From an optimization exercise on the open Yosys and OpenROAD flow, aimed at small area; shortcuts taken in it are not production practice. The RTL was checked by simulation tests, not by an equivalence proof against the original design. Power figures rest on the tool's default switching activity, not on a simulated workload.

## flow/config.mk

```make
export PLATFORM = sky130hd
export DESIGN_NAME = regfile_sb
export DESIGN_NICKNAME = regfile_sb
export VERILOG_FILES = /design/flow/design.v
export SDC_FILE = /design/flow/constraint.sdc
export NUM_CORES = 4
export LEC_CHECK = 0
export CAP_MARGIN = 40
export CORE_MARGIN = 2
export CORE_UTILIZATION = 40
export SLEW_MARGIN = 40
```

## flow/constraint.sdc

```tcl
create_clock -name core_clock -period 8.0 [get_ports {clk}]
set_input_delay 1.6000 -clock core_clock [delete_from_list [all_inputs] [get_ports {clk}]]
set_output_delay 1.6000 -clock core_clock [all_outputs]
set_load 0.01 [all_outputs]
```

## flow/run.sh

```bash
#!/bin/bash
# synth_recipe.tcl (not shown) runs the flow's synth.tcl, then flattens the netlist and writes it again
# the make line also repeats each setting of config.mk as NAME=value (left out here)
make -C /OpenROAD-flow-scripts/flow DESIGN_CONFIG=/design/flow/config.mk WORK_HOME=/design/flow/orfs CLKGATE_MAP_FILE= SYNTH_SCRIPT=/design/flow/synth_recipe.tcl finish
```

## flow/design.v

```verilog
package cpu_pkg;
    localparam int REG_ZERO = 0;
    localparam int REG_RA   = 31;
    localparam int CPU_DW   = 32;
    localparam int CPU_AW   = 5;
    localparam int MAX_NR   = 4;
    function automatic bit rf_params_ok(int depth, int aw, int nr);
        rf_params_ok = (nr >= 1) && (nr <= MAX_NR) && (aw >= 1) && (aw < 31) && (depth == (1 << aw));
    endfunction
endpackage
module regfile_scoreboard
#(
    parameter int DEPTH    = 32,
    parameter int AW       = cpu_pkg::CPU_AW,
    parameter bit ZERO_REG = 1'b1
)(
    input  logic             clk,
    input  logic             rst_n,
    input  logic             wr_en_i,
    input  logic [AW-1:0]    wr_addr_i,
    input  logic             issue_en_i,
    input  logic [AW-1:0]    issue_addr_i,
    input  logic             flush_i,
    output logic [DEPTH-1:0] pend_o,
    output logic             sb_empty_o
);
    logic [DEPTH-1:0] pend_q;
    logic [DEPTH-1:0] pend_d;
    always_comb begin
        pend_d = pend_q;
        for (int i = 0; i < DEPTH; i++) begin
            if (issue_en_i && (issue_addr_i == AW'(i)) && !(ZERO_REG && (i == cpu_pkg::REG_ZERO))) begin
                pend_d[i] = 1'b1;
            end else if (flush_i) begin
                pend_d[i] = 1'b0;
            end else if (wr_en_i && (wr_addr_i == AW'(i))) begin
                pend_d[i] = 1'b0;
            end
        end
    end
    always_ff @(posedge clk or negedge rst_n) begin
        if (!rst_n) begin
            pend_q <= '0;
        end else begin
            pend_q <= pend_d;
        end
    end
    assign pend_o     = pend_q;
    assign sb_empty_o = ~|pend_q;
endmodule
module regfile_sb
#(
    parameter int DW       = cpu_pkg::CPU_DW,
    parameter int DEPTH    = 32,
    parameter int AW       = cpu_pkg::CPU_AW,
    parameter int NR       = 2,
    parameter bit ZERO_REG = 1'b1,
    parameter bit BYPASS   = 1'b1
)(
    input  logic             clk,
    input  logic             rst_n,
    input  logic             wr_en,
    input  logic [AW-1:0]    wr_addr,
    input  logic [DW-1:0]    wr_data,
    input  logic             issue_en,
    input  logic [AW-1:0]    issue_addr,
    input  logic             flush,
    input  logic [NR*AW-1:0] rd_addr,
    output logic [NR*DW-1:0] rd_data,
    output logic [NR-1:0]    rd_pending,
    output logic             sb_empty
);
    generate
        if (!cpu_pkg::rf_params_ok(DEPTH, AW, NR)) begin : g_bad_params
            $error("regfile_sb: unsupported parameters DEPTH=%0d AW=%0d NR=%0d", DEPTH, AW, NR);
        end
    endgenerate
    localparam int LO = ZERO_REG ? 1 : 0;
    logic [DW-1:0]    mem_q [DEPTH];
    logic [DEPTH-1:0] vld_q;
    logic [DEPTH-1:0] we;
    logic [DEPTH-1:0] pend;
    for (genvar i = 0; i < DEPTH; i++) begin : g_row
        if (i < LO) begin : g_zero
            assign we[i]    = 1'b0;
            assign vld_q[i] = 1'b0;
            assign mem_q[i] = '0;
        end else begin : g_reg
            assign we[i] = wr_en && (wr_addr == AW'(i));
            always_ff @(posedge clk) begin
                if (we[i]) begin
                    mem_q[i] <= wr_data;
                end
            end
            always_ff @(posedge clk or negedge rst_n) begin
                if (!rst_n) begin
                    vld_q[i] <= 1'b0;
                end else if (we[i]) begin
                    vld_q[i] <= 1'b1;
                end
            end
        end
    end
    regfile_scoreboard #(
        .DEPTH    (DEPTH),
        .AW       (AW),
        .ZERO_REG (ZERO_REG)
    ) u_sb (
        .clk          (clk),
        .rst_n        (rst_n),
        .wr_en_i      (wr_en),
        .wr_addr_i    (wr_addr),
        .issue_en_i   (issue_en),
        .issue_addr_i (issue_addr),
        .flush_i      (flush),
        .pend_o       (pend),
        .sb_empty_o   (sb_empty)
    );
    for (genvar k = 0; k < NR; k++) begin : g_rd
        logic [AW-1:0]    addr;
        logic             is_zero;
        logic             hit;
        logic [DEPTH-1:0] sel;
        logic [DW-1:0]    data;
        assign addr    = rd_addr[k*AW +: AW];
        assign is_zero = ZERO_REG && (addr == AW'(cpu_pkg::REG_ZERO));
        assign hit     = BYPASS && wr_en && (wr_addr == addr) && !is_zero;
        always_comb begin
            data = hit ? wr_data : '0;
            for (int i = LO; i < DEPTH; i++) begin
                sel[i] = (addr == AW'(i)) && vld_q[i] && !hit;
                data   = data | (mem_q[i] & {DW{sel[i]}});
            end
        end
        assign rd_data[k*DW +: DW] = data;
        assign rd_pending[k]       = !is_zero && pend[addr] && !hit;
    end
endmodule
```

==> results.yml, run 1 <==
global_routing:
  grt_start_max_net_pins: 63
  groute.usage.overall: 0.513
  grt_pass1_wl_mm: 420
  antenna_found_initial: 51
  grt_pass1_vias: 42978
  grt-ovfl-total: 0
yosys:
  synth_top_area_frac: 0.610
  synth_seq_cells: 1054
  synthDistinctLibCells: 90
  synth.area.top_cells: "edfxtp_1, dfrtp_1, a22oi_1"
  ys_seq_area_frac: 0.642
  synth_top_cell_by_area: "edfxtp_1"
  async_flop_share: 0.0588
  syn_inst: 3893
  synth_flop_cell: "edfxtp_1"
  synth-edff-count: 992
  syn_nets: 3950
  syn_avg_cell_area_um2: 12.5
  synth.cell_area_um2: 48800
  yosysWarnings: 3
power_and_ir_drop:
  irDropWorstVdd_mv: 0.189
  power_density_nw_per_um2: 240
  leakage_nw: 18.8
cts:
  cts_resized: 0
  path_clk_slew_ps: 60
  clock_tree.root_cell: "clkbuf_16"
  cts_tree: "yes"
  htree_levels: 3
  clock-sinks: 1054
  cts_hold_buf: 0
  insertion_delay_ps: 780
  cts_buffers: 119
  clock_path_buffers: 3
  post_cts_buffers: 0
timing:
  skew_ps: 0
  fmax_mhz: 131
  fin_crit_sh: 0.951
  hold_ws_ps: 482
  setup_ws_ps: 395
  rsz0062_at_grt: "no"
  max_slew_margin: 0.322
  tightest_slew_ps: 1020
  drv_slew: 0
  fin_tns_setup_ps: 0
  hold_viol_final: 0
  layout_min_cycle_time_ps: 7610
  setup_viol: 0
worst_setup_path:
  cp-end-kind: "output pin"
  cp_top_family: "buffers and inverters"
  worstSetupStartpointType: "input port"
  crit_buf_inv: 5
  crit_fanout: 20
  required_ps: 6400
  crit_chain: "clkdlybuf4s50_1 -> buf_4 -> and2_1 -> o21ai_2 -> buf_4 -> nor2_4 -> buf_4 -> a32oi_1 -> o211a_1 -> nand4_1 -> clkdlybuf4s50_1"
  critPathMaxStageDelay_ps: 710
  crit_top_cell: "buf_4"
  crit_arrival_ps: 6010
  critPathSlowestCell: "nor2_4"
  crit_type: "input port to output pin"
floorplanning:
  dieArea_um2: 125000
  core_area_um2: 121000
  fp.dieW_um: 353
  io_pins: 124
  die-height_um: 353
  rows: 128
  start_util: 0.402
drt:
  wirelength_mm: 329
  drcViolationCount: 0
  drt-initial-drc-count: 11701
  ant_nets: 0
  vias: 47942
  routedWlPerCell_um: 55.2
  drt_first_pass_iters: 10
  viasPerCell: 8.04
min_path:
  hp-class: "flip-flop to flip-flop"
finish:
  multi_input_area_um2: 16500
  final.fill_count: 10847
  layout.nets: 4254
  regArea_um2: 31400
  drive_gt1_frac: 0.187
  syn2layout_area_growth_pct: 21.3
place:
  dp_hpwl_mm: 215
  gp_congestion: 1.08
  portBuffers: 123
  post-place-ws_ps: 650
status:
  outcome: "no timing/DRC/antenna violations"
run:
  maxCapViolations: 0
## sequential cells by signal, indices dropped and copies added, names as in the netlist
signal and cells:
u_sb.pend_q 31, vld_q 31, mem_q 992
## layer usage
| layer | vias up | share of wire | track usage |
|---|---|---|---|
| li1 | 16687 | - | - |
| met1 | 23583 | 0.34 | 0.639 |
| met2 | 5856 | 0.38 | 0.675 |
| met3 | 1774 | 0.17 | 0.246 |
| met4 | 42 | 0.10 | 0.403 |
| met5 | - | 0.0012 | 0.00415 |
## per-stage QoR
stage	instance area, um^2	utilization	power, mW	instances
floorplan	48800	-	7.07	3893
global placement	54400	0.448	8.31	5673
detailed placement	55000	0.453	8.33	5699
CTS	59000	0.486	14.0	5916
global route	59100	0.487	14.3	5922
finish	59200	0.488	14.2	5965
## power by group
group          internal (mW)  total [mW]  switching [mW]
sequential              6.13        6.34           0.210
clock                   3.31        5.80            2.49
combinational          0.524        2.06            1.54
## path summary, 6_finish.rpt
| check | depth (start not counted) | to | slack [ps] | start |
|---|---|---|---|---|
| max in group asynchronous | 2 | vld_q[13]$_DFFE_PN0P_ | 6470 | rst_n |
| hold reg to reg | 1 | vld_q[16]$_DFFE_PN0P_ | 480 | vld_q[16]$_DFFE_PN0P_ |
| min in group asynchronous | 2 | u_sb.pend_q[7]$_DFFE_PN0P_ | 950 | rst_n |
| hold / removal | 1 | vld_q[16]$_DFFE_PN0P_ | 480 | vld_q[16]$_DFFE_PN0P_ |
| setup reg to reg | 2 | vld_q[5]$_DFFE_PN0P_ | 6170 | vld_q[5]$_DFFE_PN0P_ |
| setup / recovery | 11 | rd_data[52] | 390 | rd_addr[8] |
## cells in the mapped netlist, drive strengths merged (28+ instances only)
cell / count
edfxtp: 992
nand2: 371
nand3: 272
clkbuf: 224
a22oi: 201
a32oi: 162
nor2: 151
o21ai: 146
a21oi: 140
buf: 127
o22ai: 114
a31oi: 107
nand4: 78
a221oi: 73
dfrtp: 62
a32o: 40
and3: 39
a22o: 37
and2: 37
a222oi: 35
inv: 35
o32ai: 35
a211oi: 33
or2: 31
o211ai: 28
## layout make-up
type,instances,area share
Inverter,35,0.00222
Tap cell,1625,0.0343
Sequential cell,1054,0.530
Clock buffer,135,0.0522
Clock inverter,82,0.0154
Timing Repair Buffer,534,0.0858
Multi-Input combinational cell,2453,0.278
Antenna cell,47,0.00199
## cell families after synthesis
kind of cell / after synthesis / share of synthesized area
buf+inv: 386 / 0.0335
xor+xnor: 10 / 0.00310
simple gates: 1129 / 0.115
compound gates: 1292 / 0.198
flops: 1054 / 0.642
mux: 22 / 0.00912
## cells in the final DEF (no fill, tap or decap), types with 111 or more instances in the layout
cell	n
a21oi_1	131
a22oi_1	201
a32oi_1	162
buf_4	338
clkbuf_16	120
clkdlybuf4s50_1	111
edfxtp_1	992
nand2_1	368
nand3_1	272
nor2_1	113
o21ai_0	136
o22ai_1	114
## worst reg2reg max path, stage by stage (launching register included)
cell and delay (ps):
dfrtp_2 920, buf_4 630, or2_2 220
==> run 2: changes to the inputs <==
--- a/flow/design.v
+++ b/flow/design.v
@@ -118,8 +118,10 @@
     );
+    localparam int NS  = ZERO_REG ? DEPTH : DEPTH + 1;
+    localparam int BYP = ZERO_REG ? 0 : DEPTH;
     for (genvar k = 0; k < NR; k++) begin : g_rd
-        logic [AW-1:0]    addr;
-        logic             is_zero;
-        logic             hit;
-        logic [DEPTH-1:0] sel;
-        logic [DW-1:0]    data;
+        logic [AW-1:0] addr;
+        logic          is_zero;
+        logic          hit;
+        logic [NS-1:0] sel;
+        logic [DW-1:0] data;
         assign addr    = rd_addr[k*AW +: AW];
@@ -128,7 +130,14 @@
         always_comb begin
-            data = hit ? wr_data : '0;
-            for (int i = LO; i < DEPTH; i++) begin
-                sel[i] = (addr == AW'(i)) && vld_q[i] && !hit;
-                data   = data | (mem_q[i] & {DW{sel[i]}});
+            for (int i = 0; i < DEPTH; i++) begin
+                sel[i] = (i >= LO) && (addr == AW'(i)) && vld_q[i] && !hit;
             end
+            sel[BYP] = hit;
+        end
+        for (genvar b = 0; b < DW; b++) begin : g_bit
+            logic [NS-1:0] col;
+            for (genvar i = LO; i < DEPTH; i++) begin : g_col
+                assign col[i] = mem_q[i][b];
+            end
+            assign col[BYP] = wr_data[b];
+            regfile_rd_bit #(.N(NS)) u_bit (.sel_i(sel), .d_i(col), .q_o(data[b]));
         end
@@ -138 +147,25 @@
 endmodule
+module regfile_rd_bit
+#(
+    parameter int N = 32
+)(
+    input  logic [N-1:0] sel_i,
+    input  logic [N-1:0] d_i,
+    output logic         q_o
+);
+    localparam int NG3 = N / 3;
+    localparam int REM = N % 3;
+    logic [NG3-1:0] grp_n;
+    for (genvar g = 0; g < NG3; g++) begin : g_grp
+        regfile_aoi3 u_aoi (.sel_i(sel_i[3*g +: 3]), .d_i(d_i[3*g +: 3]), .y_n_o(grp_n[g]));
+    end
+    assign q_o = ~&grp_n | |(sel_i[N-1:3*NG3] & d_i[N-1:3*NG3]);
+endmodule
+module regfile_aoi3
+(
+    input  logic [2:0] sel_i,
+    input  logic [2:0] d_i,
+    output logic       y_n_o
+);
+    assign y_n_o = ~|(sel_i & d_i);
+endmodule
--- a/flow/config.mk
+++ b/flow/config.mk
@@ -10,2 +10,5 @@
 export CORE_UTILIZATION = 40
+export CTS_BUF_LIST = sky130_fd_sc_hd__clkbuf_4 sky130_fd_sc_hd__clkbuf_8
 export SLEW_MARGIN = 40
+export SYNTH_HIERARCHICAL = 1
+export SYNTH_MINIMUM_KEEP_SIZE = 0
==> run 2 against run 1 <==
Register-to-register slack better by 880 ps. Sequential share of layout area is 9.3 points higher. Highest routed layer unchanged. Setup slack better by 130 ps. Die area is 12% lower.
==> results.yml, run 2 <==
status:
  outcome: "no timing/DRC/antenna violations"
finish:
  stdcell_area_um2: 50400
  largest_register_ffs: 992
  drive_gt1_frac: 0.196
  layout.nets: 2864
  syn2layout_area_growth_pct: 17.3
  layout_common_cells: "edfxtp_1, a222oi_1, clkbuf_8"
  reg.largest.list: "mem_q: 992 flops, u_sb.pend_q: 31 flops, vld_q: 31 flops"
  regMostFlops: "mem_q"
  final_common_cell: "edfxtp_1"
yosys:
  syn_nets: 2480
  synthTopCellsByCount: "edfxtp_1, a222oi_1, nand4_1"
  ys_seq_area_frac: 0.730
  synth.area.top_cells: "edfxtp_1, a222oi_1, dfrtp_1"
  synthDistinctLibCells: 60
  yosysWarnings: 9
  synth_flop_cell: "edfxtp_1"
  synth_seq_cells: 1054
  synthMostInstantiatedCell: "edfxtp_1"
  syn_inst: 2423
  synth-edff-count: 992
  syn_avg_cell_area_um2: 17.7
  synth.cell_area_um2: 42900
  synth_top_cell_by_area: "edfxtp_1"
  synth_top_area_frac: 0.694
  async_flop_share: 0.0588
worst_setup_path:
  crit_top_cell: "clkdlybuf4s50_1"
  critPathMaxStageDelay_ps: 690
  r2r_start: "u_sb.pend_q[28]$_DFFE_PN0P_"
  crit_arrival_ps: 5870
  worstSetupStartpointType: "input port"
  cp_top_family: "buffers and inverters"
  crit_buf_inv: 3
  crit_path_start: "wr_addr[1]"
  crit_fanout: 32
  crit_chain: "clkdlybuf4s50_1 -> xnor2_1 -> o211a_1 -> a311oi_1 -> and3_1 -> buf_4 -> a222oi_1 -> nand4_1 -> or4_4 -> clkdlybuf4s50_1"
  cp-end-kind: "output pin"
  required_ps: 6400
  crit_type: "input port to output pin"
  critPathSlowestCell: "clkdlybuf4s50_1"
power_and_ir_drop:
  irDropWorstVdd_mv: 0.109
  leakage_nw: 16.2
  power_density_nw_per_um2: 234
drt:
  ant_nets: 0
  drt_first_pass_iters: 14
  vias: 31899
  drcViolationCount: 0
  wirelength_mm: 159
  viasPerCell: 7.34
  routedWlPerCell_um: 36.6
  drt-initial-drc-count: 7595
min_path:
  hp-class: "flip-flop to flip-flop"
  hold_start: "vld_q[22]$_DFFE_PN0P_"
global_routing:
  antenna_found_initial: 3
  grt_pass1_wl_mm: 221
  grt_start_max_net_pins: 63
  grt-ovfl-total: 0
  grt_pass1_vias: 31590
  groute.usage.overall: 0.278
timing:
  tightest_slew_ps: 901
  max_slew_margin: 0.397
  skew_ps: 0
  fin_crit_sh: 0.934
  hold_viol_final: 0
  rsz0062_at_grt: "no"
  layout_min_cycle_time_ps: 7470
  fin_tns_setup_ps: 0
  fmax_mhz: 134
  setup_viol: 0
  drv_slew: 0
cts:
  clock_path_buffers: 3
  cts_tree: "yes"
  clock_tree.root_cell: "clkbuf_8"
  cts_hold_buf: 0
  cts_buffers: 168
  path_clk_slew_ps: 50
  post_cts_buffers: 0
  clock-sinks: 1054
  htree_levels: 4
  insertion_delay_ps: 850
  cts_resized: 0
floorplanning:
  start_util: 0.402
  dieArea_um2: 110000
  die-height_um: 332
  core_area_um2: 107000
  fp.dieW_um: 332
  rows: 120
  io_pins: 124
place:
  portBuffers: 123
  dp_hpwl_mm: 87.1
  gp_congestion: 0.876
  placed_area_um2: 47000
run:
  maxCapViolations: 0
[run 2: cell count changes in the layout (fill, tap and decap cells not counted), sizes merged, moves of 73 or more]
| cell | previous run | this run |
|---|---|---|
| o22ai | 114 | 1 |
| a31oi | 107 | 3 |
| a221oi | 73 | 0 |
| a22oi | 201 | 5 |
| clkbuf | 136 | 230 |
| buf | 422 | 126 |
| a32oi | 162 | 0 |
| nor2 | 151 | 44 |
| a222oi | 35 | 640 |
| a21oi | 140 | 2 |
| nand2 | 371 | 79 |
| nand3 | 272 | 11 |
| o21ai | 146 | 62 |
[run 2: stage by stage]
stage	hold slack, ps	power, mW	util	instances	setup slack (ps)
finish	485	11.8	0.472	4345	528
global placement	461	7.20	0.439	4039	658
CTS	483	11.8	0.472	4340	612
global route	505	12.1	0.472	4345	472
floorplan	445	6.68	-	2423	2400
detailed placement	469	7.23	0.440	4040	616
[run 2: logic make-up after synthesis]
kind of cell	after synthesis	share of synthesized area
buffers and inverters	35	0.00469
XOR/XNOR	9	0.00184
other	1	0.0000873
flip-flops	1054	0.730
AND/OR/NAND/NOR	497	0.0744
multiplexers	26	0.00886
AO/OA/AOI/OAI	801	0.180
[run 2: worst paths after layout]
path                       slack [ps]  cells past startpoint                          end
setup / recovery                  530                     10                  rd_data[59]
hold / removal                    490                      1        vld_q[22]$_DFFE_PN0P_
setup reg to reg                 7050                      3  u_sb.pend_q[28]$_DFFE_PN0P_
hold reg to reg                   490                      1        vld_q[22]$_DFFE_PN0P_
max in group asynchronous        6710                      2        vld_q[20]$_DFFE_PN0P_
min in group asynchronous         810                      2  u_sb.pend_q[29]$_DFFE_PN0P_
[run 2: final cells by class]
cell class / count / area, um^2
Fill cell: 8947 / 56400
Antenna cell: 5 / 12.5
Inverter: 8 / 32.5
Multi-Input combinational cell: 1334 / 11700
Timing Repair Buffer: 241 / 2130
Clock inverter: 70 / 522
Tap cell: 1403 / 1760
Clock buffer: 230 / 2820
Sequential cell: 1054 / 31300
[run 2: power breakdown]
part           switching, mW  internal [mW]  total [mW]
Clock                   2.14           2.49        4.63
Combinational          0.578          0.364       0.942
Sequential            0.0600           6.14        6.20
Total                   2.78           8.99        11.8
[run 2: worst register-to-register path: stages, from the launching register on]
cell	delay (ps)
dfrtp_1	430
nor2b_1	160
o21ai_1	130
o21ai_1	100
[run 2: layer usage]
metal / vias to the layer above / track usage / part of all wire
met5: - / 0 / 0.00010
met4: 2 / 0.163 / 0.061
met3: 506 / 0.0834 / 0.15
met2: 2997 / 0.417 / 0.44
met1: 15830 / 0.357 / 0.35
li1: 12564 / - / -
[run 2: per-module statistics from Yosys, one instance, submodules excluded, a selection]
module        cell area, um^2  copies in the design  cells  flops+latches
regfile_aoi3             10.0                   640      1              0
regfile_sb              32700                     1   1295           1023
==> run 3: changes to the inputs <==
--- a/flow/design.v
+++ b/flow/design.v
@@ -18,4 +18,3 @@
     input  logic             rst_n,
-    input  logic             wr_en_i,
-    input  logic [AW-1:0]    wr_addr_i,
+    input  logic [DEPTH-1:0] wr_dec_i,
     input  logic             issue_en_i,
@@ -35,3 +34,3 @@
                 pend_d[i] = 1'b0;
-            end else if (wr_en_i && (wr_addr_i == AW'(i))) begin
+            end else if (wr_dec_i[i]) begin
                 pend_d[i] = 1'b0;
@@ -110,4 +109,3 @@
         .rst_n        (rst_n),
-        .wr_en_i      (wr_en),
-        .wr_addr_i    (wr_addr),
+        .wr_dec_i     (we),
         .issue_en_i   (issue_en),
@@ -121,7 +119,7 @@
     for (genvar k = 0; k < NR; k++) begin : g_rd
-        logic [AW-1:0] addr;
-        logic          is_zero;
-        logic          hit;
-        logic [NS-1:0] sel;
-        logic [DW-1:0] data;
+        logic [AW-1:0]    addr;
+        logic             is_zero;
+        logic             hit;
+        logic [NS-1:0]    sel;
+        logic [DW-1:0]    data;
         assign addr    = rd_addr[k*AW +: AW];
==> flow/flow/run.sh (new file) <==
#!/bin/bash
# Own layout flow: the standard flow (standard.sh, with its unchanged synthesis) with
# area-minded settings for three steps of the layout:
#  - port buffers: every input and output port still gets its own buffer, a buf_1 instead of
#    the default clkdlybuf4s50_1;
#  - clock tree: clkbuf_8 buffers in clusters of at most 12 sinks within 60 um, instead of
#    clkbuf_16, and no dummy loads; the tree stays balanced (no skew is used on purpose);
#  - after global routing, cells on paths with slack are sized down (RECOVER_POWER).
# Each step's full output is in its own log in this folder (and ORFS's logs under orfs/logs).
set -euo pipefail
bash standard.sh synth > synth.log 2>&1
bash standard.sh finish \
  "BUFFER_PORTS_ARGS=-inputs -outputs -buffer_cell sky130_fd_sc_hd__buf_1" \
  "CTS_ARGS=-sink_clustering_enable -repair_clock_nets -dont_use_dummy_load -buf_list {sky130_fd_sc_hd__clkbuf_8} -sink_clustering_size 12 -sink_clustering_max_diameter 60" \
  "RECOVER_POWER=100" \
  > layout.log 2>&1
==> flow/standard.sh (new file) <==
#!/bin/bash
# synth_recipe.tcl (not shown) runs the flow's synth.tcl, then flattens the netlist and writes it again
# the make line also repeats each setting of config.mk as NAME=value (left out here)
make -C /OpenROAD-flow-scripts/flow DESIGN_CONFIG=/design/flow/config.mk WORK_HOME=/design/flow/orfs CLKGATE_MAP_FILE= SYNTH_SCRIPT=/design/flow/synth_recipe.tcl "${@:-finish}"
--- a/flow/config.mk
+++ b/flow/config.mk
@@ -10,3 +10,2 @@
 export CORE_UTILIZATION = 40
-export CTS_BUF_LIST = sky130_fd_sc_hd__clkbuf_4 sky130_fd_sc_hd__clkbuf_8
 export SLEW_MARGIN = 40
removed: flow/run.sh
==> run 3 against run 2 <==
Now fails the layout checks on capacitance limit, slew limit. Critical path depth unchanged. Flip-flop and latch count unchanged. Clock skew unchanged. Wire length up 2.3%. Total power down 16%. Register-to-register slack better by 100 ps. Clock power down 37%. Die area down 0.29%. Setup slack worse by 14 ps. Sequential share of layout area up 4.5 points. Cell count down 5.3%. Combinational power down 17%. Critical path type unchanged. Critical endpoint is now rd_data[40]. Largest cell class unchanged. Highest routed layer unchanged.
==> results.yml, run 3 <==
place:
  gp_congestion: 0.888
  dp_hpwl_mm: 88.1
  post-place-ws_ps: 1040
  portBuffers: 123
run:
  maxCapViolations: 47
cts:
  post_cts_buffers: 0
  clock-sinks: 1054
  cts_buffers: 104
  cts_tree: "yes"
  cts_resized: 0
  clock_tree.root_cell: "clkbuf_8"
  clock_path_buffers: 3
  htree_levels: 3
  insertion_delay_ps: 710
  path_clk_slew_ps: 50
  cts_hold_buf: 0
floorplanning:
  core_area_um2: 107000
  fp.dieW_um: 331
  dieArea_um2: 110000
  rows: 120
  start_util: 0.402
  io_pins: 124
  die-height_um: 331
timing:
  setup_viol: 0
  max_slew_margin: -1.42
  fin_crit_sh: 0.936
  fmax_mhz: 134
  drv_slew: 1576
  layout_min_cycle_time_ps: 7490
  tightest_slew_ps: 3630
  hold_ws_ps: 479
  skew_ps: 0
  fin_tns_setup_ps: 0
  hold_viol_final: 0
  setup_ws_ps: 514
  rsz0062_at_grt: "no"
yosys:
  yosysWarnings: 9
  syn_inst: 2398
  synth.cell_area_um2: 42800
  syn_avg_cell_area_um2: 17.9
  syn_nets: 2455
finish:
  largest_register_ffs: 992
  reg.largest.list: "mem_q: 992 flops, u_sb.pend_q: 31 flops, vld_q: 31 flops"
  multi_input_area_um2: 11300
  regArea_um2: 31300
  drive_gt1_frac: 0.106
  layout_common_cells: "edfxtp_1, a222oi_1, nand4_1"
  final_common_cell: "edfxtp_1"
  regMostFlops: "mem_q"
  layout.nets: 2765
  final.fill_count: 9349
  syn2layout_area_growth_pct: 9.67
min_path:
  hp-class: "flip-flop to flip-flop"
  hold_start: "vld_q[16]$_DFFE_PN0P_"
drt:
  ant_nets: 0
  wirelength_mm: 163
  drt_first_pass_iters: 14
  vias: 31581
  drt-initial-drc-count: 7935
  viasPerCell: 7.68
  drcViolationCount: 0
  routedWlPerCell_um: 39.6
status:
  outcome: "finished with violations"
  violatedChecks: "capacitance limit, slew limit"
worst_setup_path:
  crit_type: "input port to output pin"
  crit_arrival_ps: 5890
  crit_fanout: 32
  r2r_start: "vld_q[8]$_DFFE_PN0P_"
  critPathMaxStageDelay_ps: 690
  critPathSlowestCell: "or4_1"
  crit_chain: "clkbuf_1 -> xor2_1 -> nor3_4 -> a311oi_1 -> and3_1 -> clkbuf_2 -> a222oi_1 -> nand2_1 -> or4_1 -> buf_1"
  crit_path_start: "rd_addr[5]"
  worstSetupStartpointType: "input port"
  cp-end-kind: "output pin"
  required_ps: 6400
power_and_ir_drop:
  leakage_nw: 14.6
  switching_share: 0.241
  power_switching_mw: 2.38
  power_density_nw_per_um2: 210
  irDropWorstVdd_mv: 0.125
  seq_power_share: 0.627
  clkPwrFrac: 0.293
  p_total_mw: 9.88
  comb_power_share: 0.079
  internal_power_mw: 7.50
global_routing:
  grt_pass1_wl_mm: 226
  grt_start_max_net_pins: 63
  groute.usage.overall: 0.288
  grt_pass1_vias: 31470
  grt-ovfl-total: 0
  antenna_found_initial: 7
## run 3: cell types whose count changed in the layout (fill, tap and decap cells not counted), moves of 39 or more
cell / before / now
nor2_1: 11 / 50
clkdlybuf4s50_1: 115 / 0
clkbuf_8: 175 / 104
clkbuf_1: 0 / 74
clkbuf_4: 55 / 0
or4_4: 64 / 9
or4_1: 0 / 51
o21ai_1: 49 / 1
buf_4: 114 / 45
buf_1: 0 / 110
## run 3: power groups by stage
stage,registers [mW],logic [mW],clock network [mW]
floorplan,6.29,0.390,0
global placement,6.30,0.806,0
detailed placement,6.31,0.823,0
CTS,6.18,0.824,2.92
global route,6.21,0.811,3.12
finish,6.20,0.783,2.90
## run 3: final timing paths
kind / end / slack, ps / cells past startpoint
max reg2reg: vld_q[8]$_DFFE_PN0P_ / 7150 / 1
max in group asynchronous: vld_q[21]$_DFFE_PN0P_ / 3700 / 2
min in group asynchronous: vld_q[25]$_DFFE_PN0P_ / 2190 / 2
max: rd_data[40] / 510 / 10
min: vld_q[16]$_DFFE_PN0P_ / 480 / 1
min reg2reg: vld_q[16]$_DFFE_PN0P_ / 480 / 1
## run 3: layout make-up
cell class / instances / share of cell area
clock buffers: 104 / 0.0305
multi-input cells: 1307 / 0.241
flip-flops and latches: 1054 / 0.668
repair buffers: 233 / 0.0223
diodes: 4 / 0.000213
inverters: 8 / 0.000693
well taps: 1403 / 0.0374
## run 3: routing by layer
layer	share of wire	wire length, um	track usage
met3	0.15	23900	0.0861
met2	0.45	72500	0.442
met1	0.35	56300	0.369
met5	0.0011	175	0.00826
met4	0.060	9790	0.154
## run 3: through the flow
step           instances  area (um^2)  utilization
4_1_cts             4109        47500        0.445
3_5_place_dp        4005        46000        0.432
2_1_floorplan       2398        42800            -
6_report            4113        47000        0.440
3_3_place_gp        4005        45900        0.431
5_1_grt             4110        46900        0.440
## run 3: critical path, delay by kind of cell
kind                   cells  cell delay, ps
AND/OR/NAND/NOR            4            1600
buffers and inverters      3            1450
AO/OA/AOI/OAI              2             990
XOR/XNOR                   1             210
==> run 4: changes to the inputs <==
--- a/flow/design.v
+++ b/flow/design.v
@@ -88,6 +88,16 @@
             assign we[i] = wr_en && (wr_addr == AW'(i));
+            logic          we_n;
+            logic [DW-1:0] mem_d;
+            assign we_n = !we[i];
+            for (genvar b = 0; b < DW; b++) begin : g_bit
+                regfile_hold u_hold (
+                    .we_i   (we[i]),
+                    .we_n_i (we_n),
+                    .q_i    (mem_q[i][b]),
+                    .d_i    (wr_data[b]),
+                    .next_o (mem_d[b])
+                );
+            end
             always_ff @(posedge clk) begin
-                if (we[i]) begin
-                    mem_q[i] <= wr_data;
-                end
+                mem_q[i] <= mem_d;
             end
@@ -169 +179,11 @@
 endmodule
+module regfile_hold
+(
+    input  logic we_i,
+    input  logic we_n_i,
+    input  logic q_i,
+    input  logic d_i,
+    output logic next_o
+);
+    assign next_o = (we_i | q_i) & (we_n_i | d_i);
+endmodule
--- a/flow/flow/run.sh
+++ b/flow/flow/run.sh
@@ -2,3 +2,3 @@
 # Own layout flow: the standard flow (standard.sh, with its unchanged synthesis) with
-# area-minded settings for three steps of the layout:
+# area-minded settings for two steps of the layout:
 #  - port buffers: every input and output port still gets its own buffer, a buf_1 instead of
@@ -7,3 +7,2 @@
 #    clkbuf_16, and no dummy loads; the tree stays balanced (no skew is used on purpose);
-#  - after global routing, cells on paths with slack are sized down (RECOVER_POWER).
 # Each step's full output is in its own log in this folder (and ORFS's logs under orfs/logs).
@@ -14,3 +13,2 @@
   "CTS_ARGS=-sink_clustering_enable -repair_clock_nets -dont_use_dummy_load -buf_list {sky130_fd_sc_hd__clkbuf_8} -sink_clustering_size 12 -sink_clustering_max_diameter 60" \
-  "RECOVER_POWER=100" \
   > layout.log 2>&1
==> run 4 against run 3 <==
The run now finishes clean. Non-clock buffer count decreased by 7. Wire length is 17% higher. Clock-buffer cell count shrank 2. Global-route usage grew 5.3 points. Cell count rose by 24%. Critical endpoint is now rd_data[19]. Critical path depth unchanged. Combinational power rose to 3.0 times the previous value. Clock power grew 2%.
==> results.yml, run 4 <==
worst_setup_path:
  crit_fanout: 25
  cp-end-kind: "output pin"
  crit_type: "input port to output pin"
  required_ps: 6400
  crit_buf_inv: 3
  cp_top_family: "simple AND/OR/NAND/NOR gates"
  critPathMaxStageDelay_ps: 640
  crit_chain: "buf_1 -> xor2_1 -> nor4_4 -> a311oi_1 -> and3_2 -> buf_4 -> a222oi_1 -> nand4_1 -> or4_4 -> buf_1"
  crit_top_cell: "buf_1"
  reg2reg_depth: 1
  worstSetupStartpointType: "input port"
  r2r_setup_slack_ps: 7150
  crit_arrival_ps: 5720
  crit_end: "rd_data[19]"
  r2r_start: "vld_q[28]$_DFFE_PN0P_"
  critPathSlowestCell: "or4_4"
  r2r_end: "vld_q[28]$_DFFE_PN0P_"
  crit_path_start: "rd_addr[0]"
  path_depth: 10
finish:
  syn2layout_area_growth_pct: 11.1
  post_layout_nonfiller_instances: 5101
  largest_register_ffs: 992
  drive_gt1_frac: 0.113
  layout.nets: 3778
  stdcell_area_um2: 46100
  layout_common_cells: "o22a_1, dfxtp_1, a222oi_1"
  reg.largest.list: "mem_q: 992 flops, u_sb.pend_q: 31 flops, vld_q: 31 flops"
  regMostFlops: "mem_q"
cts:
  insertion_delay_ps: 760
  cts_resized: 0
  path_clk_slew_ps: 70
  htree_levels: 3
  post_cts_buffers: 0
  cts_tree: "yes"
  clock_path_buffers: 3
  cts_buffers: 102
  clock-sinks: 1054
  clock_tree.root_cell: "clkbuf_8"
  cts_hold_buf: 0
floorplanning:
  rows: 118
  start_util: 0.402
  io_pins: 124
  core_area_um2: 103000
  fp.dieW_um: 326
  dieArea_um2: 106000
  die-height_um: 326
place:
  dp_hpwl_mm: 107
  dpl.cell_count: 4996
  post-place-ws_ps: 852
  placed_area_um2: 44700
  gp_congestion: 1.00
  portBuffers: 123
power_and_ir_drop:
  irDropWorstVdd_mv: 0.143
  power_density_nw_per_um2: 281
  leakage_nw: 16.6
timing:
  layout_min_cycle_time_ps: 7320
  drv_slew: 0
  rsz0062_at_grt: "no"
  setup_viol: 0
  hold_viol_final: 0
  fmax_mhz: 137
  setup_ws_ps: 682
  fin_tns_setup_ps: 0
  fin_crit_sh: 0.915
  max_slew_margin: 0.354
  skew_ps: 0
  tightest_slew_ps: 970
yosys:
  syn_avg_cell_area_um2: 12.2
  yosysWarnings: 10
  synth.cell_area_um2: 41500
  syn_nets: 3475
  syn_inst: 3418
global_routing:
  grt_pass1_vias: 37723
  groute.usage.overall: 0.341
  grt-ovfl-total: 0
  grt_start_max_net_pins: 63
  grt_pass1_wl_mm: 270
  antenna_found_initial: 2
drt:
  vias: 40484
  wirelength_mm: 191
  drcViolationCount: 0
  routedWlPerCell_um: 37.4
  drt_first_pass_iters: 14
  drt-initial-drc-count: 8443
  ant_nets: 0
  viasPerCell: 7.94
status:
  outcome: "no timing/DRC/antenna violations"
min_path:
  hp-class: "flip-flop to flip-flop"
run:
  maxCapViolations: 0
==> run 4: how the worst min path moves through the flow <==
| stage | start | end | slack, ps | cells past startpoint |
|---|---|---|---|---|
| finish | vld_q[3]$_DFFE_PN0P_ | vld_q[3]$_DFFE_PN0P_ | 490 | 1 |
| global route | vld_q[2]$_DFFE_PN0P_ | vld_q[2]$_DFFE_PN0P_ | 510 | 1 |
| CTS | vld_q[2]$_DFFE_PN0P_ | vld_q[2]$_DFFE_PN0P_ | 480 | 1 |
| detailed placement | vld_q[2]$_DFFE_PN0P_ | vld_q[2]$_DFFE_PN0P_ | 470 | 1 |
| global placement | vld_q[10]$_DFFE_PN0P_ | vld_q[10]$_DFFE_PN0P_ | 450 | 1 |
| floorplan | vld_q[10]$_DFFE_PN0P_ | vld_q[10]$_DFFE_PN0P_ | 440 | 1 |
==> run 4: cell type report <==
class / instances / area, um^2
fillers: 9785 / 57100
flip-flops and latches: 1054 / 21400
multi-input cells: 2303 / 20200
well taps: 1380 / 1730
clock buffers: 102 / 1400
repair buffers: 226 / 1260
inverters: 34 / 150
diodes: 2 / 5.00
==> run 4: where the power goes <==
group	switching, mW	internal (mW)	leakage, nW
Combinational	0.987	1.38	6.71
Clock	1.82	1.13	0.733
Sequential	1.04	6.61	9.15
==> run 4: layer usage <==
| layer | vias up | track usage | part of all wire |
|---|---|---|---|
| met3 | 678 | 0.0945 | 0.14 |
| met2 | 3359 | 0.485 | 0.41 |
| met5 | - | 0.000887 | 0.000068 |
| li1 | 16272 | - | - |
| met4 | 2 | 0.214 | 0.070 |
| met1 | 20173 | 0.455 | 0.38 |
==> run 4: metrics by stage <==
| step | hold WS, ps | utilization | total power [mW] |
|---|---|---|---|
| 4_1_cts | 482 | 0.447 | 12.9 |
| 3_5_place_dp | 465 | 0.433 | 10.0 |
| 2_1_floorplan | 440 | - | 9.13 |
| 6_report | 494 | 0.447 | 13.0 |
| 3_3_place_gp | 454 | 0.431 | 9.92 |
| 5_1_grt | 514 | 0.447 | 13.4 |
==> run 5: changes to the inputs <==
--- a/flow/config.mk
+++ b/flow/config.mk
@@ -7,6 +7,6 @@
 export LEC_CHECK = 0
-export CAP_MARGIN = 40
+export CAP_MARGIN = 20
 export CORE_MARGIN = 2
 export CORE_UTILIZATION = 40
-export SLEW_MARGIN = 40
+export SLEW_MARGIN = 20
 export SYNTH_HIERARCHICAL = 1
==> run 5 against run 4 <==
Sequential share of layout area grew 0.23 points. Clock power about the same. Setup slack worse by 9.1 ps. Highest routed layer unchanged. Combinational power is essentially flat. Total power about the same. Die area unchanged. Critical endpoint is now rd_data[37]. Clock-buffer cell count increased by 2. Flip-flop and latch count is the same. Still clean on timing, DRC and antenna. Final area is 0.49% lower.
==> results.yml, run 5 <==
status:
  outcome: "no timing/DRC/antenna violations"
power_and_ir_drop:
  comb_power_share: 0.181
  switching_share: 0.296
  seq_power_share: 0.590
  clkPwrFrac: 0.229
  power_switching_mw: 3.84
  leakage_nw: 16.7
  power_density_nw_per_um2: 283
  irDropWorstVdd_mv: 0.124
  internal_power_mw: 9.14
global_routing:
  antenna_found_initial: 4
  grt-ovfl-total: 0
  grt_start_max_net_pins: 63
  grt_pass1_wl_mm: 269
  grt_pass1_vias: 37580
  groute.usage.overall: 0.341
worst_setup_path:
  crit_fanout: 32
  critPathSlowestCell: "and3_2"
  crit_type: "input port to output pin"
  crit_top_cell: "buf_1"
  cp-end-kind: "output pin"
  required_ps: 6400
  worstSetupStartpointType: "input port"
  crit_arrival_ps: 5730
  critPathMaxStageDelay_ps: 1170
  crit_chain: "buf_1 -> inv_2 -> o211a_1 -> a311oi_1 -> and3_2 -> a222oi_1 -> nand4_1 -> or4_4 -> buf_1"
timing:
  fmax_mhz: 136
  fin_crit_sh: 0.916
  layout_min_cycle_time_ps: 7330
  tightest_slew_ps: 1280
  max_slew_margin: 0.146
  setup_viol: 0
  fin_tns_setup_ps: 0
  drv_slew: 0
  skew_ps: 0
  hold_viol_final: 0
  hold_ws_ps: 479
  setup_ws_ps: 673
  rsz0062_at_grt: "no"
finish:
  largest_register_ffs: 992
  drive_gt1_frac: 0.111
  layout_common_cells: "o22a_1, dfxtp_1, a222oi_1"
  post_layout_nonfiller_instances: 5104
  multi_input_area_um2: 20000
  final.fill_count: 9822
  final_core_util: 0.445
  layout.nets: 3780
  regArea_um2: 21400
  reg.largest.list: "mem_q: 992 flops, u_sb.pend_q: 31 flops, vld_q: 31 flops"
  syn2layout_area_growth_pct: 10.5
  regMostFlops: "mem_q"
cts:
  path_clk_slew_ps: 60
  post_cts_buffers: 0
  insertion_delay_ps: 780
  cts_resized: 0
  cts_buffers: 104
  clock-sinks: 1054
  cts_tree: "yes"
  htree_levels: 3
  clock_tree.root_cell: "clkbuf_8"
  clock_path_buffers: 3
  cts_hold_buf: 0
place:
  dpl.cell_count: 4996
  gp_congestion: 1.00
  dp_hpwl_mm: 107
  post-place-ws_ps: 935
  portBuffers: 123
floorplanning:
  rows: 118
  start_util: 0.402
  dieArea_um2: 106000
  core_area_um2: 103000
  io_pins: 124
  die-height_um: 326
  fp.dieW_um: 326
yosys:
  synth.cell_area_um2: 41500
  yosysWarnings: 10
  syn_avg_cell_area_um2: 12.2
  syn_nets: 3475
  syn_inst: 3418
drt:
  ant_nets: 0
  drt-initial-drc-count: 8715
  viasPerCell: 7.96
  drt_first_pass_iters: 13
  vias: 40644
  drcViolationCount: 0
  wirelength_mm: 191
  routedWlPerCell_um: 37.5
min_path:
  hp-class: "flip-flop to flip-flop"
run:
  maxCapViolations: 0
==> run 5: final cells by class <==
cell class,count,area share
Sequential cell,1054,0.466
Multi-Input combinational cell,2303,0.435
Tap cell,1380,0.0376
Clock buffer,104,0.0312
Timing Repair Buffer,226,0.0273
Inverter,34,0.00278
Antenna cell,3,0.000164
==> run 5: worst paths after layout <==
| check | start | endpoint | slack [ps] | cells past startpoint |
|---|---|---|---|---|
| max in group asynchronous | rst_n | vld_q[27]$_DFFE_PN0P_ | 6420 | 2 |
| min in group asynchronous | rst_n | u_sb.pend_q[23]$_DFFE_PN0P_ | 1010 | 2 |
| setup reg to reg | vld_q[28]$_DFFE_PN0P_ | vld_q[28]$_DFFE_PN0P_ | 7160 | 1 |
| setup / recovery | rd_addr[9] | rd_data[37] | 670 | 9 |
| hold / removal | vld_q[10]$_DFFE_PN0P_ | vld_q[10]$_DFFE_PN0P_ | 480 | 1 |
| hold reg to reg | vld_q[10]$_DFFE_PN0P_ | vld_q[10]$_DFFE_PN0P_ | 480 | 1 |
==> run 5: power by group through the flow <==
| stage | clock, mW | sequential (mW) | combinational, mW |
|---|---|---|---|
| floorplan | 0 | 7.44 | 1.68 |
| global placement | 0 | 7.68 | 2.24 |
| detailed placement | 0 | 7.72 | 2.30 |
| CTS | 2.99 | 7.60 | 2.31 |
| global route | 3.18 | 7.81 | 2.48 |
| finish | 2.97 | 7.65 | 2.35 |
==> run 5: metrics by stage <==
step / total power, mW / cell area [um^2]
floorplan: 9.13 / 41500
global placement: 9.92 / 44500
detailed placement: 10.0 / 44500
CTS: 12.9 / 45900
global route: 13.5 / 45900
finish: 13.0 / 45900
==> run 5: critical path, delay by kind of cell <==
family	cells	cell delay (ps)
AO/OA/AOI/OAI	3	1660
AND/OR/NAND/NOR	3	1730
buffers and inverters	3	700
==> run 5: metal layers <==
metal | track usage | vias to the layer above | wire (um)
met2 | 0.483 | 3476 | 77800
met4 | 0.205 | 4 | 13000
met3 | 0.100 | 684 | 27400
li1 | - | 16263 | -
met1 | 0.456 | 20217 | 73000
met5 | 0.000887 | - | 26
==> run 6: changes to the inputs <==
--- a/flow/design.v
+++ b/flow/design.v
@@ -163,9 +163,9 @@
 );
-    localparam int NG3 = N / 3;
-    localparam int REM = N % 3;
-    logic [NG3-1:0] grp_n;
-    for (genvar g = 0; g < NG3; g++) begin : g_grp
-        regfile_aoi3 u_aoi (.sel_i(sel_i[3*g +: 3]), .d_i(d_i[3*g +: 3]), .y_n_o(grp_n[g]));
+    localparam int NG = (N + 2) / 3;
+    logic [NG-1:0] grp_n;
+    for (genvar g = 0; g < NG; g++) begin : g_grp
+        localparam int BASE = (3*g + 3 <= N) ? 3*g : N - 3;
+        regfile_aoi3 u_aoi (.sel_i(sel_i[BASE +: 3]), .d_i(d_i[BASE +: 3]), .y_n_o(grp_n[g]));
     end
-    assign q_o = ~&grp_n | |(sel_i[N-1:3*NG3] & d_i[N-1:3*NG3]);
+    assign q_o = ~&grp_n;
 endmodule
--- a/flow/flow/run.sh
+++ b/flow/flow/run.sh
@@ -6,3 +6,3 @@
 #  - clock tree: clkbuf_8 buffers in clusters of at most 12 sinks within 60 um, instead of
-#    clkbuf_16, and no dummy loads; the tree stays balanced (no skew is used on purpose);
+#    clkbuf_16, and no dummy loads; the tree stays balanced (no skew is used on purpose).
 # Each step's full output is in its own log in this folder (and ORFS's logs under orfs/logs).
==> run 6 against run 5 <==
Wire length up 0.43%. Hold slack improved by 1.8 ps. Flip-flop and latch count unchanged. Clock power down 1%.
==> results.yml, run 6 <==
finish:
  drive_gt1_frac: 0.0924
  regMostFlops: "mem_q"
  stdcell_area_um2: 46000
  post_layout_nonfiller_instances: 5128
  largest_register_ffs: 992
  syn2layout_area_growth_pct: 11.1
  reg.largest.list: "mem_q: 992 flops, u_sb.pend_q: 31 flops, vld_q: 31 flops"
  layout_common_cells: "o22a_1, dfxtp_1, a222oi_1"
  layout.nets: 3814
  final_core_util: 0.450
drt:
  vias: 40933
  drcViolationCount: 0
  routedWlPerCell_um: 37.4
  ant_nets: 0
  wirelength_mm: 192
  drt_first_pass_iters: 15
  drt-initial-drc-count: 9237
  viasPerCell: 7.98
min_path:
  hp-class: "flip-flop to flip-flop"
timing:
  hold_viol_final: 0
  setup_ws_ps: 636
  max_slew_margin: 0.168
  setup_viol: 0
  rsz0062_at_grt: "no"
  layout_min_cycle_time_ps: 7360
  tightest_slew_ps: 1250
  hold_ws_ps: 481
  fmax_mhz: 136
  fin_crit_sh: 0.921
  skew_ps: 0
  drv_slew: 0
  fin_tns_setup_ps: 0
power_and_ir_drop:
  internal_power_mw: 9.06
  switching_share: 0.299
  comb_power_share: 0.176
  power_density_nw_per_um2: 281
  p_total_mw: 12.9
  seq_power_share: 0.597
  leakage_nw: 16.7
  power_switching_mw: 3.87
  irDropWorstVdd_mv: 0.166
  clkPwrFrac: 0.227
place:
  gp_congestion: 0.993
  dpl.cell_count: 5021
  post-place-ws_ps: 939
  portBuffers: 123
  placed_area_um2: 44600
  dp_hpwl_mm: 117
worst_setup_path:
  critPathMaxStageDelay_ps: 1000
  critPathSlowestCell: "and3_1"
  worstSetupStartpointType: "input port"
  required_ps: 6400
  cp_top_family: "simple AND/OR/NAND/NOR gates"
  crit_type: "input port to output pin"
  crit_arrival_ps: 5760
  crit_fanout: 18
  crit_buf_inv: 4
  crit_top_cell: "buf_1"
  cp-end-kind: "output pin"
  crit_chain: "buf_1 -> inv_2 -> o211a_1 -> a211oi_1 -> and3_1 -> buf_4 -> a222oi_1 -> nand4_1 -> or3_1 -> buf_1"
floorplanning:
  die-height_um: 326
  core_area_um2: 102000
  start_util: 0.405
  rows: 117
  io_pins: 124
  dieArea_um2: 106000
  fp.dieW_um: 326
global_routing:
  grt_pass1_vias: 37924
  antenna_found_initial: 3
  grt_start_max_net_pins: 63
  groute.usage.overall: 0.343
  grt-ovfl-total: 0
  grt_pass1_wl_mm: 271
cts:
  clock_tree.root_cell: "clkbuf_8"
  cts_hold_buf: 0
  clock-sinks: 1054
  path_clk_slew_ps: 80
  htree_levels: 3
  cts_tree: "yes"
  post_cts_buffers: 0
  cts_resized: 0
  cts_buffers: 102
  clock_path_buffers: 3
  insertion_delay_ps: 790
run:
  maxCapViolations: 0
status:
  outcome: "no timing/DRC/antenna violations"
yosys:
  synth.cell_area_um2: 41400
  syn_inst: 3418
  syn_avg_cell_area_um2: 12.1
  yosysWarnings: 10
  syn_nets: 3475
run 6: final timing paths:
path | startpoint | to | slack (ps) | depth (start not counted)
setup reg to reg | vld_q[30]$_DFFE_PN0P_ | vld_q[30]$_DFFE_PN0P_ | 7170 | 1
min in group asynchronous | rst_n | vld_q[21]$_DFFE_PN0P_ | 1020 | 2
setup / recovery | rd_addr[9] | rd_data[40] | 640 | 10
max in group asynchronous | rst_n | vld_q[30]$_DFFE_PN0P_ | 6340 | 2
hold reg to reg | vld_q[7]$_DFFE_PN0P_ | vld_q[7]$_DFFE_PN0P_ | 480 | 1
hold / removal | vld_q[7]$_DFFE_PN0P_ | vld_q[7]$_DFFE_PN0P_ | 480 | 1
run 6: area by class of cell:
| cell class | count | area [um^2] |
|---|---|---|
| multi-input combinational | 2303 | 19800 |
| antenna | 5 | 12.5 |
| sequential | 1054 | 21400 |
| fill | 9942 | 56200 |
| inverter | 34 | 128 |
| clock buffer | 102 | 1400 |
| tap | 1368 | 1710 |
| timing repair buffer | 262 | 1540 |
run 6: layer usage:
metal | vias up | wire length (um) | GRT usage
met5 | - | 0 | 0
met1 | 20457 | 72800 | 0.453
met2 | 3346 | 79000 | 0.490
met3 | 674 | 25100 | 0.0887
li1 | 16456 | - | -
met4 | 0 | 15000 | 0.235
run 6: power by group through the flow:
stage               sequential, mW  combinational, mW  clock [mW]
floorplan                     7.46               1.62           0
CTS                           7.66               2.23        2.96
global route                  7.87               2.40        3.15
finish                        7.72               2.27        2.93
global placement              7.75               2.17           0
detailed placement            7.79               2.23           0
==> run 7: changes to the inputs <==
--- a/flow/flow/run.sh
+++ b/flow/flow/run.sh
@@ -5,3 +5,3 @@
 #    the default clkdlybuf4s50_1;
-#  - clock tree: clkbuf_8 buffers in clusters of at most 12 sinks within 60 um, instead of
+#  - clock tree: clkbuf_8 buffers in clusters of at most 15 sinks within 65 um, instead of
 #    clkbuf_16, and no dummy loads; the tree stays balanced (no skew is used on purpose).
@@ -12,3 +12,3 @@
   "BUFFER_PORTS_ARGS=-inputs -outputs -buffer_cell sky130_fd_sc_hd__buf_1" \
-  "CTS_ARGS=-sink_clustering_enable -repair_clock_nets -dont_use_dummy_load -buf_list {sky130_fd_sc_hd__clkbuf_8} -sink_clustering_size 12 -sink_clustering_max_diameter 60" \
+  "CTS_ARGS=-sink_clustering_enable -repair_clock_nets -dont_use_dummy_load -buf_list {sky130_fd_sc_hd__clkbuf_8} -sink_clustering_size 15 -sink_clustering_max_diameter 65" \
   > layout.log 2>&1
==> run 7 against run 6 <==
Sequential power hardly changed. Flip-flop and latch count stayed put. Maximum frequency is 0.38% lower. Hold slack better by 0.90 ps. Clock power is 8.2% lower. First-iteration DRC count is 2.4% lower. Die area stayed put. Utilization is 0.26 points lower. Register-to-register slack hardly changed. Combinational power hardly changed. Wire length is 0.14% lower. Critical path type unchanged. Largest cell class unchanged.
==> results.yml, run 7 <==
status:
  outcome: "no timing/DRC/antenna violations"
cts:
  clock_tree.root_cell: "clkbuf_8"
  cts_hold_buf: 0
  cts_buffers: 83
  insertion_delay_ps: 770
  cts_tree: "yes"
  cts_resized: 0
  htree_levels: 3
  path_clk_slew_ps: 60
  clock_path_buffers: 3
  post_cts_buffers: 0
  clock-sinks: 1054
finish:
  drive_gt1_frac: 0.0878
  layout_common_cells: "o22a_1, dfxtp_1, a222oi_1"
  regMostFlops: "mem_q"
  largest_register_ffs: 992
  reg.largest.list: "mem_q: 992 flops, u_sb.pend_q: 31 flops, vld_q: 31 flops"
  layout.nets: 3795
  post_layout_nonfiller_instances: 5107
  syn2layout_area_growth_pct: 10.5
  final.fill_count: 9967
  final_core_util: 0.447
  stdcell_area_um2: 45700
drt:
  routedWlPerCell_um: 37.5
  vias: 40727
  ant_nets: 0
  wirelength_mm: 192
  viasPerCell: 7.97
  drt-initial-drc-count: 9013
  drcViolationCount: 0
  drt_first_pass_iters: 15
power_and_ir_drop:
  switching_share: 0.302
  power_density_nw_per_um2: 278
  comb_power_share: 0.179
  leakage_nw: 16.6
  clkPwrFrac: 0.212
  p_total_mw: 12.7
  internal_power_mw: 8.85
  power_switching_mw: 3.83
  seq_power_share: 0.608
  irDropWorstVdd_mv: 0.186
floorplanning:
  fp.dieW_um: 326
  io_pins: 124
  die-height_um: 326
  start_util: 0.405
  core_area_um2: 102000
  rows: 117
  dieArea_um2: 106000
yosys:
  syn_avg_cell_area_um2: 12.1
  syn_inst: 3418
  yosysWarnings: 10
  synth.cell_area_um2: 41400
  syn_nets: 3475
worst_setup_path:
  crit_fanout: 32
  reg2reg_depth: 1
  crit_type: "input port to output pin"
  crit_arrival_ps: 5790
  cp-end-kind: "output pin"
  required_ps: 6400
  worstSetupStartpointType: "input port"
timing:
  setup_viol: 0
  setup_ws_ps: 608
  hold_viol_final: 0
  rsz0062_at_grt: "no"
  max_slew_margin: 0.196
  drv_slew: 0
  fmax_mhz: 135
  layout_min_cycle_time_ps: 7390
  fin_crit_sh: 0.924
  skew_ps: 0
  fin_tns_setup_ps: 0
  hold_ws_ps: 481
  tightest_slew_ps: 1210
place:
  post-place-ws_ps: 939
  dpl.cell_count: 5021
  gp_congestion: 0.993
  portBuffers: 123
  dp_hpwl_mm: 117
  placed_area_um2: 44600
global_routing:
  grt-ovfl-total: 0
  grt_pass1_vias: 37779
  groute.usage.overall: 0.343
  grt_pass1_wl_mm: 271
  antenna_found_initial: 3
  grt_start_max_net_pins: 63
run:
  maxCapViolations: 0
min_path:
  holdPathStages: 1
  hp-class: "flip-flop to flip-flop"
run 7: area by class of cell:
type,instances,area (um^2),area share
Sequential cell,1054,21400,0.468
Timing Repair Buffer,262,1540,0.0337
Antenna cell,3,7.51,0.000164
Clock buffer,83,1140,0.0250
Multi-Input combinational cell,2303,19800,0.432
Inverter,34,128,0.00279
Tap cell,1368,1710,0.0375
run 7: critical path, cell delays in order:
cell      delay (ps)
buf_1            320
nor2_2           510
nand3_1          270
a311oi_1         860
and3_2          1010
a222oi_1         280
nand4_1          310
or3_1            360
buf_1            200
run 7: path summary, 6_finish.rpt:
kind / startpoint / endpoint / slack (ps)
hold reg to reg: vld_q[24]$_DFFE_PN0P_ / vld_q[24]$_DFFE_PN0P_ / 480
setup / recovery: rd_addr[1] / rd_data[24] / 610
max in group asynchronous: rst_n / vld_q[11]$_DFFE_PN0P_ / 6330
min in group asynchronous: rst_n / u_sb.pend_q[16]$_DFFE_PN0P_ / 1020
hold / removal: vld_q[24]$_DFFE_PN0P_ / vld_q[24]$_DFFE_PN0P_ / 480
setup reg to reg: mem_q[29][14]$_DFF_P_ / mem_q[29][14]$_DFF_P_ / 7170
run 7: power by group through the flow:
stage / combinational [mW] / sequential, mW / clock [mW]
floorplan: 1.62 / 7.46 / 0
global placement: 2.17 / 7.75 / 0
detailed placement: 2.23 / 7.79 / 0
CTS: 2.23 / 7.66 / 2.71
global route: 2.40 / 7.87 / 2.90
finish: 2.27 / 7.72 / 2.69
run 7: metal layers:
layer	routed length, um	GRT usage	vias up
li1	-	-	16424
met1	72800	0.454	20342
met2	78800	0.491	3291
met3	25000	0.0870	670
met4	15100	0.232	0
met5	0	0	-
==> run 8: changes to the inputs <==
--- a/flow/flow/run.sh
+++ b/flow/flow/run.sh
@@ -5,3 +5,3 @@
 #    the default clkdlybuf4s50_1;
-#  - clock tree: clkbuf_8 buffers in clusters of at most 15 sinks within 65 um, instead of
+#  - clock tree: clkbuf_8 buffers in clusters of at most 16 sinks within 70 um, instead of
 #    clkbuf_16, and no dummy loads; the tree stays balanced (no skew is used on purpose).
@@ -12,3 +12,3 @@
   "BUFFER_PORTS_ARGS=-inputs -outputs -buffer_cell sky130_fd_sc_hd__buf_1" \
-  "CTS_ARGS=-sink_clustering_enable -repair_clock_nets -dont_use_dummy_load -buf_list {sky130_fd_sc_hd__clkbuf_8} -sink_clustering_size 15 -sink_clustering_max_diameter 65" \
+  "CTS_ARGS=-sink_clustering_enable -repair_clock_nets -dont_use_dummy_load -buf_list {sky130_fd_sc_hd__clkbuf_8} -sink_clustering_size 16 -sink_clustering_max_diameter 70" \
   > layout.log 2>&1
==> run 8 against run 7 <==
Largest power group unchanged. First-iteration DRC count fell by 3.3%. Register-to-register slack about the same. Wire length increased by 0.10%. Critical path type unchanged.
==> results.yml, run 8 <==
min_path:
  holdPathStages: 1
  hp-class: "flip-flop to flip-flop"
  hold_start: "vld_q[11]$_DFFE_PN0P_"
  min_delay_worst_endpoint: "vld_q[11]$_DFFE_PN0P_"
timing:
  drv_slew: 0
  skew_ps: 0
  fin_tns_setup_ps: 0
  max_slew_margin: 0.180
  fmax_mhz: 137
  hold_ws_ps: 487
  hold_viol_final: 0
  rsz0062_at_grt: "no"
  setup_ws_ps: 677
  setup_viol: 0
  layout_min_cycle_time_ps: 7320
  fin_crit_sh: 0.915
  tightest_slew_ps: 1230
worst_setup_path:
  critPathMaxStageDelay_ps: 1100
  r2r_end: "vld_q[30]$_DFFE_PN0P_"
  r2r_setup_slack_ps: 7160
  crit_chain: "buf_1 -> inv_2 -> o211a_1 -> a311oi_1 -> and3_2 -> a222oi_1 -> nand4_1 -> or3_1 -> buf_1"
  worstSetupStartpointType: "input port"
  path_depth: 9
  cp_top_family: "simple AND/OR/NAND/NOR gates"
  crit_fanout: 32
  r2r_start: "vld_q[30]$_DFFE_PN0P_"
  reg2reg_depth: 1
  crit_buf_inv: 3
  critPathSlowestCell: "and3_2"
  crit_top_cell: "buf_1"
  cp-end-kind: "output pin"
  required_ps: 6400
  crit_arrival_ps: 5720
  crit_type: "input port to output pin"
cts:
  cts_tree: "yes"
  htree_levels: 3
  insertion_delay_ps: 770
  clock_path_buffers: 3
  cts_resized: 0
  cts_buffers: 78
  clock-sinks: 1054
  cts_hold_buf: 0
  clock_tree.root_cell: "clkbuf_8"
  path_clk_slew_ps: 50
  post_cts_buffers: 0
floorplanning:
  die-height_um: 326
  core_area_um2: 102000
  io_pins: 124
  start_util: 0.405
  fp.dieW_um: 326
  rows: 117
  dieArea_um2: 106000
yosys:
  syn_avg_cell_area_um2: 12.1
  syn_inst: 3418
  syn_nets: 3475
  yosysWarnings: 10
  synth.cell_area_um2: 41400
global_routing:
  grt_pass1_vias: 37793
  grt_start_max_net_pins: 63
  groute.usage.overall: 0.343
  grt_pass1_wl_mm: 271
  grt-ovfl-total: 0
  antenna_found_initial: 3
finish:
  largest_register_ffs: 992
  multi_input_area_um2: 19800
  final_core_util: 0.447
  regArea_um2: 21400
  layout_common_cells: "o22a_1, dfxtp_1, a222oi_1"
  regMostFlops: "mem_q"
  syn2layout_area_growth_pct: 10.3
  reg.largest.list: "mem_q: 992 flops, u_sb.pend_q: 31 flops, vld_q: 31 flops"
  stdcell_area_um2: 45600
  final.fill_count: 9950
  layout.nets: 3790
  drive_gt1_frac: 0.0866
drt:
  routedWlPerCell_um: 37.6
  drt_first_pass_iters: 13
  viasPerCell: 7.99
  vias: 40768
  wirelength_mm: 192
  drt-initial-drc-count: 8715
  drcViolationCount: 0
  ant_nets: 0
place:
  placed_area_um2: 44600
  portBuffers: 123
  post-place-ws_ps: 939
  dp_hpwl_mm: 117
  gp_congestion: 0.993
power_and_ir_drop:
  irDropWorstVdd_mv: 0.170
  power_density_nw_per_um2: 276
  leakage_nw: 16.6
status:
  outcome: "no timing/DRC/antenna violations"
run:
  maxCapViolations: 0
-- run 8: cell count changes in the layout (fill, tap and decap cells not counted), sizes merged --
cell,change
diode,-1
clkbuf,-5
-- run 8: area by class of cell --
cell class | count | area share
Clock buffer | 78 | 0.0235
Inverter | 34 | 0.00280
Antenna cell | 2 | 0.000110
Timing Repair Buffer | 262 | 0.0338
Multi-Input combinational cell | 2303 | 0.433
Sequential cell | 1054 | 0.469
Tap cell | 1368 | 0.0375
-- run 8: power by group --
group          switching [mW]  internal, mW  total, mW
Clock                    1.75         0.877       2.62
Sequential               1.10          6.61       7.71
Combinational           0.962          1.31       2.28
-- run 8: worst max-delay path by stage --
stage | to | start | slack (ps)
final | rd_data[41] | rd_addr[9] | 680
after global routing | rd_data[10] | rd_addr[1] | 610
after CTS | rd_data[40] | rd_addr[9] | 920
after detailed placement | rd_data[3] | rd_addr[1] | 940
after global placement | rd_data[40] | rd_addr[9] | 920
after floorplan | rd_data[32] | rd_addr[9] | 2140
-- run 8: routing by layer --
layer,vias to the layer above,part of all wire,track usage
met5,-,0,0
met4,0,0.079,0.235
met3,678,0.13,0.0840
li1,16411,-,-
met2,3210,0.41,0.491
met1,20469,0.38,0.454
-- run 8: through the flow --
stage                     power (mW)  cells
after global placement          9.91   5021
after floorplan                 9.08   3418
final                           12.6   5101
after global routing            13.1   5100
after detailed placement        10.0   5021
after CTS                       12.5   5099

-- separate check: timing with driven ports --
Ports are ideal in the flow. The routed layouts listed here were re-timed in OpenROAD. Step 1 sets driving cells, clkbuf_16 on the clock port and buf_2 on the other inputs (assumed; they add their load-dependent delay and slew). Step 2 times the ports against the registers' clock, not the clock port: input delays grow and output delays shrink by t, the midpoint of the rising clock arrivals with the driver on. Slacks: no drivers / after step 1 / after step 2; pairs: no drivers / after step 1.
| run | t, ns | setup WS [ns] | worst hold slack (ns) | worst setup path after step 2 | cell pins on the clock port's net |
|---|---|---|---|---|---|
| run 1 | 0.867 | 0.395 / 0.362 / 0.362 | 0.482 / 0.482 / 0.482 | input to output | 1 |
| run 2 | 0.913 | 0.528 / 0.500 / 0.500 | 0.485 / 0.485 / 0.485 | input to output | 1 |
| run 3 | 0.795 | 0.514 / 0.488 / 0.488 | 0.479 / 0.479 / 0.479 | input to output | 1 |
| run 4 | 0.806 | 0.682 / 0.656 / 0.656 | 0.494 / 0.494 / 0.494 | input to output | 1 |
| run 5 | 0.841 | 0.673 / 0.644 / 0.644 | 0.479 / 0.479 / 0.479 | input to output | 1 |
| run 6 | 0.812 | 0.636 / 0.611 / 0.611 | 0.481 / 0.481 / 0.481 | input to output | 1 |
| run 7 | 0.814 | 0.608 / 0.585 / 0.585 | 0.481 / 0.481 / 0.481 | input to output | 1 |
| run 8 | 0.783 | 0.677 / 0.651 / 0.651 | 0.487 / 0.487 / 0.487 | input to output | 1 |
For run 1, which loses most, drivers alone change the setup slack by -0.033 ns; drivers and shift together by -0.033 ns.
